This is an optimization exercise on Yosys and OpenROAD, whose aim is small area and a short achievable clock period, not a production implementation. Function was checked by simulation only, so behaviour that the tests miss may differ from the original. Power and IR drop assume default switching activity.

===== run.sh =====
#!/bin/bash
# synth_recipe.tcl (not shown) runs the flow's synth.tcl, then flattens the netlist and writes it again
# the make line also repeats each setting of config.mk as NAME=value (left out here)
make -C /OpenROAD-flow-scripts/flow DESIGN_CONFIG=/design/flow/config.mk WORK_HOME=/design/flow/orfs CLKGATE_MAP_FILE= SYNTH_SCRIPT=/design/flow/synth_recipe.tcl finish

===== config.mk =====
export PLATFORM = sky130hd
export DESIGN_NAME = timerTop
export DESIGN_NICKNAME = timerTop
export VERILOG_FILES = /design/flow/design.v
export SDC_FILE = /design/flow/constraint.sdc
export NUM_CORES = 4
export LEC_CHECK = 0
export CAP_MARGIN = 20
export CORE_MARGIN = 2
export CORE_UTILIZATION = 40
export SLEW_MARGIN = 20

===== constraint.sdc =====
create_clock -name core_clock -period 5.5 [get_ports {CPUbus}]
set_input_delay 1.1000 -clock core_clock [delete_from_list [all_inputs] [get_ports {CPUbus}]]
set_output_delay 1.1000 -clock core_clock [all_outputs]
set_load 0.01 [all_outputs]

===== design.v =====
`default_nettype none
package timerPkg;
  localparam logic [1:0] HTRANS_IDLE   = 2'b00;
  localparam logic [1:0] HTRANS_BUSY   = 2'b01;
  localparam logic [1:0] HTRANS_NONSEQ = 2'b10;
  localparam logic [1:0] HTRANS_SEQ    = 2'b11;
  typedef logic [1:0] evSel;   
  typedef enum logic [1:0] {
    EDGE_NONE,
    EDGE_RISE,
    EDGE_FALL,
    EDGE_BOTH
  } edgeMode;
  typedef struct packed {
    evSel capSel;
    evSel cntSel;
    evSel stopSel;
    evSel startSel;
  } cmcReg;
  typedef struct packed {
    logic capChain;
    logic stopClears;
    logic startClears;
    logic centerAligned;
  } tmsReg;
  typedef struct packed {
    logic       lowActive;
    edgeMode    edgeSel;
    logic [1:0] filtCode;
  } evCfg;
  typedef logic [14:0] ecrReg;   
  typedef struct packed {
    logic ev0Detect;
    logic cmpMatchUp;
    logic periodMatchUp;
  } intReg;
endpackage
`default_nettype wire
`timescale 1ns/1ps
`default_nettype none
module ahbRegFile #(
  parameter logic [32-1:0] BASE_ADDR = '0
) (
  input  wire                                     CPUbus,
  input  wire                                     arstN,
  input  wire                                     hSel,
  input  wire [32-1:0]                      hAddr,
  input  wire [1:0]                               hTrans,
  input  wire                                     hWrite,
  input  wire [32-1:0]                     hWdata,
  input  wire                                     hReady,
  input  wire [32-1:0]                     timerValue,
  input  wire                                     running,
  input  wire                                     countDown,
  input  wire                                     periodMatch,
  input  wire [2-1:0]                 cmpMatch,
  input  wire                                     shadowXfer,
  input  wire                                     evEdge0,
  input  wire [32-1:0]                     cap0,
  input  wire [32-1:0]                     cap1,
  input  wire [1:0]                               capFull,
  output logic [32-1:0]                    hRdata,
  output logic                                    hReadyOut,
  output logic                                    hResp,
  output logic [32-1:0]                    period,
  output logic [2-1:0][32-1:0] compare,
  output timerPkg::cmcReg                         cmc,
  output timerPkg::tmsReg                         tms,
  output timerPkg::ecrReg                         ecr,
  output logic [2-1:0]                polarity,
  output logic                                    runSet,
  output logic                                    runClear,
  output logic                                    swClear,
  output logic                                    cap0Read,
  output logic                                    cap1Read,
  output logic                                    tvWrite,
  output logic                                    intr
);
  logic                                    accept;
  logic                                    wrEn;
  logic                                    rdEn;
  logic [6-1:0]                      regAddr;
  logic [32-1:0]                     addrOff;
  logic [32-1:0]                    periodSh;
  logic [2-1:0][32-1:0] compareSh;
  timerPkg::intReg                         isr;
  timerPkg::intReg                         iec;
  timerPkg::intReg                         intSet;
  timerPkg::intReg                         intClr;
  function automatic logic [6-1:0] cmpAddr(input int ch);
    logic [6-1:0] off;
    off = 2 * ch;
    cmpAddr = 6'd16 + off;
  endfunction
  assign accept = hSel && hReady &&
                  (hTrans == timerPkg::HTRANS_NONSEQ || hTrans == timerPkg::HTRANS_SEQ);
  assign addrOff   = hAddr - BASE_ADDR;
  assign hReadyOut = 1'b1;   
  assign hResp     = 1'b0;   
  always_ff @(posedge CPUbus or negedge arstN) begin
    if (!arstN) begin
      wrEn    <= 1'b0;
      rdEn    <= 1'b0;
      regAddr <= '0;
    end else if (hReady) begin
      wrEn    <= accept && hWrite;
      rdEn    <= accept && !hWrite;
      regAddr <= addrOff[6+1:2];
    end
  end
  assign runSet   = wrEn && regAddr == 6'd5 && hWdata[0];
  assign runClear = wrEn && regAddr == 6'd5 && hWdata[1];
  assign swClear  = wrEn && regAddr == 6'd5 && hWdata[2];
  assign tvWrite  = wrEn && regAddr == 6'd0;
  assign cap0Read = rdEn && regAddr == 6'd3;
  assign cap1Read = rdEn && regAddr == 6'd4;
  always_ff @(posedge CPUbus or negedge arstN) begin
    if (!arstN) begin
      period    <= '0;
      periodSh  <= '0;
      compare   <= '0;
      compareSh <= '0;
      cmc       <= '0;
      tms       <= '0;
      ecr       <= '0;
      iec       <= '0;
      polarity  <= '0;
    end else begin
      if (wrEn && (regAddr == 6'd1 || (regAddr == 6'd2 && !running))) begin
        period <= hWdata;   
      end else if (running && shadowXfer) begin
        period <= periodSh;
      end
      if (wrEn && regAddr == 6'd2) periodSh <= hWdata;
      for (int i = 0; i < 2; i++) begin
        if (wrEn && (regAddr == cmpAddr(i) ||
                     (regAddr == cmpAddr(i) + 1'b1 && !running))) begin
          compare[i] <= hWdata;
        end else if (running && shadowXfer) begin
          compare[i] <= compareSh[i];
        end
        if (wrEn && regAddr == cmpAddr(i) + 1'b1) compareSh[i] <= hWdata;
      end
      if (wrEn && regAddr == 6'd10) cmc <= hWdata[$bits(cmc)-1:0];
      if (wrEn && regAddr == 6'd8) tms <= hWdata[$bits(tms)-1:0];
      if (wrEn && regAddr == 6'd9) ecr <= hWdata[$bits(ecr)-1:0];
      if (wrEn && regAddr == 6'd12) iec <= hWdata[$bits(iec)-1:0];
      if (wrEn && regAddr == 6'd14) polarity <= hWdata[2-1:0];
    end
  end
  assign intSet.periodMatchUp = running && periodMatch && !countDown;
  assign intSet.cmpMatchUp    = running && (|cmpMatch) && !countDown;
  assign intSet.ev0Detect     = evEdge0;
  assign intClr = (wrEn && regAddr == 6'd13) ? hWdata[$bits(intClr)-1:0] : '0;
  always_ff @(posedge CPUbus or negedge arstN) begin
    if (!arstN) begin
      isr <= '0;
    end else begin
      isr <= (isr & ~intClr) | (intSet & iec);   
    end
  end
  assign intr = |isr;
  always_comb begin
    hRdata = '0;
    case (regAddr)
      6'd0:  hRdata = timerValue;
      6'd1:   hRdata = period;
      6'd2: hRdata = periodSh;
      6'd3: hRdata = cap0;
      6'd4: hRdata = cap1;
      6'd6:   hRdata[1:0] = capFull;
      6'd7:   hRdata[1:0] = {countDown, running};
      6'd8:    hRdata[$bits(tms)-1:0] = tms;
      6'd9:    hRdata[$bits(ecr)-1:0] = ecr;
      6'd10:    hRdata[$bits(cmc)-1:0] = cmc;
      6'd11:    hRdata[$bits(isr)-1:0] = isr;
      6'd12:    hRdata[$bits(iec)-1:0] = iec;
      6'd14:    hRdata[2-1:0] = polarity;
      default: begin
        for (int i = 0; i < 2; i++) begin
          if (regAddr == cmpAddr(i)) hRdata = compare[i];
          if (regAddr == cmpAddr(i) + 1'b1) hRdata = compareSh[i];
        end
      end
    endcase
  end
endmodule
`default_nettype wire
`timescale 1ns/1ps
`default_nettype none
module eventConditioner (
  input  wire               CPUbus,
  input  wire               arstN,
  input  wire               evIn,
  input  wire [1:0]         filtCode,
  input  timerPkg::edgeMode edgeSel,
  input  wire               lowActive,
  output logic              evEdge,
  output logic              evLevel
);
  logic [2:0] holdLen;
  logic [2:0] holdCnt;
  logic       evFilt;
  logic       evFiltDly;
  logic       rise;
  logic       fall;
  always_comb begin
    case (filtCode)
      2'd0:    holdLen = 0;
      2'd1:    holdLen = 3;
      2'd2:    holdLen = 5;
      default: holdLen = 7;
    endcase
  end
  assign rise = evFilt && !evFiltDly;
  assign fall = !evFilt && evFiltDly;
  always_ff @(posedge CPUbus or negedge arstN) begin
    if (!arstN) begin
      holdCnt   <= '0;
      evFilt    <= 1'b0;
      evFiltDly <= 1'b0;
      evEdge    <= 1'b0;
      evLevel   <= 1'b0;
    end else begin
      if (evIn == evFilt) begin
        holdCnt <= '0;   
      end else if (holdCnt == holdLen) begin
        evFilt  <= evIn;
        holdCnt <= '0;
      end else begin
        holdCnt <= holdCnt + 3'd1;
      end
      evFiltDly <= evFilt;
      case (edgeSel)
        timerPkg::EDGE_RISE: evEdge <= rise;
        timerPkg::EDGE_FALL: evEdge <= fall;
        timerPkg::EDGE_BOTH: evEdge <= rise || fall;
        default:             evEdge <= 1'b0;
      endcase
      evLevel <= evFilt ^ lowActive;   
    end
  end
endmodule
`default_nettype wire
`timescale 1ns/1ps
`default_nettype none
module timerCore (
  input  wire                                     CPUbus,
  input  wire                                     arstN,
  input  wire [32-1:0]                     period,
  input  wire [2-1:0][32-1:0]  compare0,   
  input  timerPkg::cmcReg                         cmc,
  input  timerPkg::tmsReg                         tms,
  input  wire [2:0]                               evEdge,
  input  wire                                     runSet,
  input  wire                                     runClear,
  input  wire                                     swClear,
  input  wire                                     cap0Read,
  input  wire                                     cap1Read,
  input  wire                                     tvWrite,    
  input  wire [32-1:0]                     hWdata,
  output logic [32-1:0]                    timerValue,
  output logic                                    running,
  output logic                                    countDown,
  output logic                                    periodMatch,
  output logic                                    zeroMatch,
  output logic [2-1:0]                cmpMatch,
  output logic                                    shadowXfer,
  output logic                                    countEnable,
  output logic [32-1:0]                    cap0,
  output logic [32-1:0]                    cap1,
  output logic [1:0]                              capFull
);
  logic evStart;
  logic evStop;
  logic evCount;
  logic evCapture;
  logic startReq;
  logic stopReq;
  logic timerClear;
  logic cap1Wr;
  function automatic logic pickEvent(input timerPkg::evSel sel, input logic [2:0] ev);
    pickEvent = (sel == 2'd0) ? 1'b0 : ev[sel - 2'd1];
  endfunction
  assign evStart   = pickEvent(cmc.startSel, evEdge);
  assign evStop    = pickEvent(cmc.stopSel, evEdge);
  assign evCount   = pickEvent(cmc.cntSel, evEdge);
  assign evCapture = pickEvent(cmc.capSel, evEdge);
  assign startReq    = runSet || evStart;
  assign stopReq     = runClear || evStop;
  assign timerClear  = swClear || (startReq && tms.startClears) || (stopReq && tms.stopClears);
  assign countEnable = (cmc.cntSel == 2'd0) || evCount;   
  assign periodMatch = timerValue == period;
  assign zeroMatch   = timerValue == '0;
  assign shadowXfer  = (periodMatch && !countDown) || (zeroMatch && countDown) || !running;
  assign cap1Wr      = evCapture && (tms.capChain || capFull[0]);
  always_comb begin
    for (int i = 0; i < 2; i++) begin
      cmpMatch[i] = timerValue == compare0[i];
    end
  end
  always_ff @(posedge CPUbus or negedge arstN) begin
    if (!arstN) begin
      running    <= 1'b0;
      timerValue <= '0;
      countDown  <= 1'b0;
      capFull    <= '0;
    end else begin
      if (startReq) begin
        running <= 1'b1;
      end else if (stopReq) begin
        running <= 1'b0;
      end
      if (timerClear) begin
        timerValue <= '0;
        countDown  <= 1'b0;
      end else if (tvWrite) begin
        timerValue <= hWdata;   
      end else if (running && countEnable) begin
        if (!tms.centerAligned) begin
          countDown  <= 1'b0;
          timerValue <= (timerValue >= period) ? '0 : timerValue + 1'b1;   
        end else if (countDown) begin
          if (zeroMatch) begin
            countDown  <= 1'b0;
            timerValue <= timerValue + 1'b1;
          end else begin
            timerValue <= timerValue - 1'b1;
          end
        end else if (timerValue >= period) begin
          countDown  <= 1'b1;   
          timerValue <= timerValue - 1'b1;
        end else begin
          timerValue <= timerValue + 1'b1;
        end
      end
      if (evCapture) begin
        capFull[0] <= 1'b1;
      end else if (cap0Read) begin
        capFull[0] <= 1'b0;
      end
      if (cap1Wr) begin
        capFull[1] <= 1'b1;
      end else if (cap1Read) begin
        capFull[1] <= 1'b0;
      end
    end
  end
  always_ff @(posedge CPUbus) begin
    if (evCapture) cap0 <= timerValue;
    if (cap1Wr) cap1 <= cap0;   
  end
endmodule
`default_nettype wire
`timescale 1ns/1ps
`default_nettype none
module pwmGen (
  input  wire                                     CPUbus,
  input  wire                                     arstN,
  input  wire                                     running,
  input  wire                                     countDown,
  input  wire                                     centerAligned,
  input  wire                                     countEnable,
  input  wire [32-1:0]                     timerValue,
  input  wire [2-1:0][32-1:0]  compare,
  input  wire [2-1:0]                 cmpMatch,
  input  wire                                     zeroMatch,
  input  wire                                     periodMatch,
  input  wire [2-1:0]                 polarity,
  output logic [2-1:0]                pwm
);
  logic [2-1:0] pwmState;
  always_ff @(posedge CPUbus or negedge arstN) begin
    if (!arstN) begin
      pwmState <= '0;
    end else begin
      for (int i = 0; i < 2; i++) begin
        if (!running) begin
          pwmState[i] <= timerValue > compare[i];   
        end else if (countEnable) begin
          if (centerAligned) begin
            if (cmpMatch[i]) begin
              pwmState[i] <= !pwmState[i];
            end else if (zeroMatch && countDown) begin
              pwmState[i] <= 1'b0;
            end
          end else if (cmpMatch[i]) begin
            pwmState[i] <= 1'b1;
          end else if (periodMatch) begin
            pwmState[i] <= 1'b0;
          end
        end
      end
    end
  end
  assign pwm = pwmState ^ polarity;   
endmodule
`default_nettype wire
`timescale 1ns/1ps
`default_nettype none
module timerTop (
  input  wire                       CPUbus,
  input  wire                       arstN,
  input  wire                       hSel,
  input  wire [32-1:0]        hAddr,
  input  wire [1:0]                 hTrans,
  input  wire                       hWrite,
  input  wire [32-1:0]       hWdata,
  input  wire                       hReady,
  input  wire [2:0]                 evnt,
  output logic [32-1:0]      hRdata,
  output logic                      hReadyOut,
  output logic                      hResp,
  output logic [2-1:0]  pwm,
  output logic                      intr
);
  logic [32-1:0]                    period;
  logic [2-1:0][32-1:0] compare;
  timerPkg::cmcReg                         cmc;
  timerPkg::tmsReg                         tms;
  timerPkg::ecrReg                         ecr;
  logic [2-1:0]                polarity;
  logic                                    runSet;
  logic                                    runClear;
  logic                                    swClear;
  logic                                    cap0Read;
  logic                                    cap1Read;
  logic                                    tvWrite;
  logic [2:0]                              evEdge;
  logic [32-1:0]                    timerValue;
  logic                                    running;
  logic                                    countDown;
  logic                                    periodMatch;
  logic                                    zeroMatch;
  logic [2-1:0]                cmpMatch;
  logic                                    shadowXfer;
  logic                                    countEnable;
  logic [32-1:0]                    cap0;
  logic [32-1:0]                    cap1;
  logic [1:0]                              capFull;
  ahbRegFile i_regFile (
    .evEdge0(evEdge[0]),
    .*
  );
  for (genvar g = 0; g < 3; g++) begin : genEvent
    eventConditioner i_evCond (
      .CPUbus,
      .arstN,
      .evIn(evnt[g]),
      .filtCode(ecr[5*g +: 2]),
      .edgeSel(ecr[5*g+2 +: 2]),
      .lowActive(ecr[5*g+4]),
      .evEdge(evEdge[g]),
      .evLevel()   
    );
  end
  timerCore i_core (
    .compare0(compare),
    .*
  );
  pwmGen i_pwm (
    .centerAligned(tms.centerAligned),
    .*
  );
endmodule
`default_nettype wire

==> flow_metrics.py <==
metrics = {
    "worst_setup_path": {
        "crit_fanout": 16,
        "r2r_start": "i_core.timerValue[0]",
        "r2r_end": "i_regFile.compare[7]",
        "crit_cells": 7,
        "endpoint_kind": "output pin",
        "critPathTopFamily": "simple AND/OR/NAND/NOR gates",
        "startpoint": "i_regFile.regAddr[2]",
        "ff2ff_path_depth": 10,
        "slowest_delay_ps": 740,
        "reg2reg_slack_ps": 1720,
        "path_buf_inv": 2,
        "worstSetupPathType": "flip-flop to output pin",
        "critPathRequiredTime_ps": 4400,
        "crit_chain": "nor4_1 > and2_0 > buf_4 > a22o_1 > a221oi_1 > o211ai_1 > clkdlybuf4s50_1",
        "start_kind": "flip-flop",
        "cp.arrival_ps": 3580,
        "cpMaxStageDelayCell": "nor4_1",
    },
    "sta": {
        "fin_crit_sh": 0.8503,
        "max-slew-margin-rel": 0.2522,
        "skew_ps": 13.69,
        "period_minus_slack_ps": 4677,
        "fmax_ghz": 0.2138,
        "setup_viol_count_final": 0,
        "setup_slack_ps": 823.5,
        "tightest_slew_ps": 1122,
        "setup_tns_ps": 0,
        "finalMaxSlewViolations": 0,
        "rsz0062_at_grt": "no",
        "hold_viol": 0,
    },
    "logic_synthesis": {
        "yosys_register_bits": 355,
        "netlist_instances": 2269,
        "ys_warn_count": 4,
        "synth_seq_area_share": 0.4338,
        "synth_area_mm2": 0.02122,
        "yosysUniqueCellTypes": 90,
        "syn_nets": 2455,
        "synth_top_area_frac": 0.3432,
        "async_flop_share": 0.8197,
        "ys.flop_type": "dfrtp_1",
        "synth_top_area_cell": "dfrtp_1",
        "synth_area_leaders": "dfrtp_1 (34%), edfxtp_1 (9.1%), mux2_2 (7.3%)",
        "avgSynthCellArea_um2": 9.351,
        "synth-edff-count": 64,
    },
    "floorplan": {
        "chipHeight_um": 234.3,
        "die-area_mm2": 0.05490,
        "io_pins": 111,
        "rows": 84,
        "start_util": 0.4037,
        "dieWidth_um": 234.3,
        "core_mm2": 0.05255,
    },
    "route": {
        "drc_errors": 0,
        "wl_per_cell_um": 22.55,
        "vias": 18040,
        "ant_nets": 0,
        "firstDrtPassIters": 6,
        "viasPerCell": 5.998,
        "routed_wl_um": 67810,
        "drt_iter0_markers": 1732,
    },
    "place": {
        "preCtsSetupSlack_ps": 1432,
        "post-dp-hpwl_um": 46040,
        "gp_congestion": 0.9331,
        "io_buffers": 81,
    },
    "clock_network": {
        "cts_setup_buffers": 0,
        "cts_hold_buf": 0,
        "cts_root_buffer": "clkbuf_16",
        "numCtsBuffers": 42,
        "cts_resized": 0,
        "htree_levels": 2,
        "max-clock-path-buffers": 3,
        "clkTransAtPathRegs_ps": 60,
        "cts_tree": "built",
        "clock_latency_ps": 570,
        "cts_sinks": 355,
    },
    "global_route": {
        "first_global_vias": 17830,
        "grt.total_usage": 0.2487,
        "gr-usage-met3": 0.02991,
        "grt_max_degree": 146,
        "grt_pass1_wl_um": 105200,
        "overflow": 0,
        "antenna_found_initial": 0,
        "met2_usage": 0.4135,
        "grt-busiest-layer": "met2",
        "grt_use_met1": 0.3351,
    },
    "power_and_ir_drop": {
        "leakage_nw": 10.51,
        "p_per_area_mw_per_mm2": 388.5,
        "ir_worst_vdd_mv": 0.2277,
    },
    "finish": {
        "final_cell_mix": "dfrtp_1 (289), a21oi_1 (249), nor2_1 (229)",
        "final_nets": 2473,
        "layout-drive-gt1-share": 0.1281,
        "syn2layout_area_growth_pct": 12.94,
        "layout_commonest_cell": "dfrtp_1",
        "num_antenna_cells": 0,
    },
    "hold_path": {
        "hp-class": "input port to async pin",
    },
    "status": {
        "status": "timing/DRC/antenna clean",
    },
    "job": {
        "max-cap-violations": 0,
    },
}
-- worst reg2reg max path: cells and delay by family (launching register included) --
family                   cells  cell delay, ps
adder cells (fa/ha/maj)      1             190
buffers and inverters        2             720
AO/OA/AOI/OAI                3            1110
flip-flops                   1             460
AND/OR/NAND/NOR              4            1140
-- metrics by stage --
stage / util / total power [mW] / cells / hold slack (ps) / cell area [um^2]
floorplan: - / 5.580 / 2269 / 425.2 / 21220
detailed placement: 0.4308 / 6.556 / 2931 / 432.7 / 22640
global placement: 0.4303 / 6.452 / 2930 / 431.7 / 22610
CTS: 0.4559 / 9.328 / 3007 / 326.1 / 23960
global route: 0.4560 / 9.871 / 3007 / 341.3 / 23960
finish: 0.4560 / 9.309 / 3007 / 344.6 / 23960
-- registers in the layout (all words and copies together) (netlist names), 4 cells and up --
signal,flops
genEvent.i_evCond.holdCnt,9
i_core.cap0,32
i_core.cap1,32
i_core.timerValue,32
i_regFile.cmc,8
i_regFile.compare,64
i_regFile.compareSh,64
i_regFile.ecr,15
i_regFile.period,32
i_regFile.periodSh,32
i_regFile.regAddr,6
i_regFile.tms,4
-- synthesized netlist by cell type, types with 7 or more instances --
| cell | number |
|---|---|
| a211oi_1 | 15 |
| a21o_1 | 30 |
| a21oi_1 | 250 |
| a221oi_1 | 11 |
| a222oi_1 | 25 |
| a22o_1 | 10 |
| a22oi_1 | 54 |
| a31oi_1 | 15 |
| and2_1 | 7 |
| and3_1 | 19 |
| buf_1 | 9 |
| buf_2 | 29 |
| buf_4 | 9 |
| buf_6 | 13 |
| clkbuf_1 | 98 |
| dfrtp_1 | 291 |
| edfxtp_1 | 64 |
| ha_1 | 112 |
| inv_1 | 130 |
| mux2_2 | 138 |
| mux2i_1 | 30 |
| mux4_2 | 7 |
| nand2_1 | 195 |
| nand2b_1 | 9 |
| nand3_1 | 54 |
| nand4_1 | 37 |
| nor2_1 | 232 |
| nor2b_1 | 9 |
| nor3_1 | 29 |
| nor4_1 | 20 |
| o211ai_1 | 12 |
| o21ai_0 | 143 |
| o22ai_1 | 11 |
| o31ai_1 | 9 |
| xnor2_1 | 20 |
| xor2_1 | 7 |
-- metal layers --
| metal | part of all wire | routed length [um] |
|---|---|---|
| met1 | 0.44 | 29570 |
| met2 | 0.47 | 32160 |
| met3 | 0.060 | 4067 |
| met4 | 0.030 | 2010 |
| met5 | 0 | 0 |
-- logic make-up (layout without fill, tap and decap cells) --
kind of cell / after synthesis / after routing / synth area share
other: 2 / 2 / 0.0003540
xor gates and xnor gates: 27 / 27 / 0.01115
adders and majority gates: 112 / 112 / 0.06605
AOI/OAI and AO/OA: 648 / 648 / 0.1897
DFF: 355 / 355 / 0.4338
muxes: 175 / 175 / 0.09483
buffers and inverters: 290 / 340 / 0.05980
and+or+nand+nor: 660 / 660 / 0.1444
-- cell type report --
class | instances | area [um^2]
Fill cell | 4986 | 28590
Multi-Input combinational cell | 1624 | 10830
Sequential cell | 355 | 9209
Timing Repair Buffer | 134 | 1255
Clock buffer | 68 | 1220
Tap cell | 688 | 860.8
Inverter | 130 | 488.0
Clock inverter | 8 | 100.1
-- report_power, final --
part	leakage, nW	switching, mW	internal [mW]
Clock	0.644	1.14	1.61
Combinational	5.90	1.67	1.14
Sequential	3.97	0.478	3.27
Total	10.5	3.29	6.02
-- how the worst max path moves through the flow --
stage and endpoint:
6_report hRdata[4], 5_1_grt hRdata[5], 4_1_cts hRdata[5], 3_5_place_dp i_core.timerValue[5]
3_3_place_gp hRdata[4], 2_1_floorplan i_core.cap1[0]

## static timing again, ports no longer ideal
Ports are ideal in the flow. The routed layout listed here was re-timed in OpenROAD.
Step 1 assumes that a clkbuf_16 drives the clock port and a buf_2 every other input.
Step 2 also shifts input and output timing later by t, the mid clock arrival at the registers, as if the neighbouring blocks saw the same clock.
a / b / c = no drivers / after step 1 / after step 2; a / b = the first two.
t (ns): 0.619
slack for setup (ns): 0.823 / 0.767 / 1.340
worst register clock-pin slew, ns: 0.06 / 0.06
After both steps this run still meets setup and hold. The setup slack of this run moves by -0.056 ns with the drivers and by +0.517 ns with both steps.
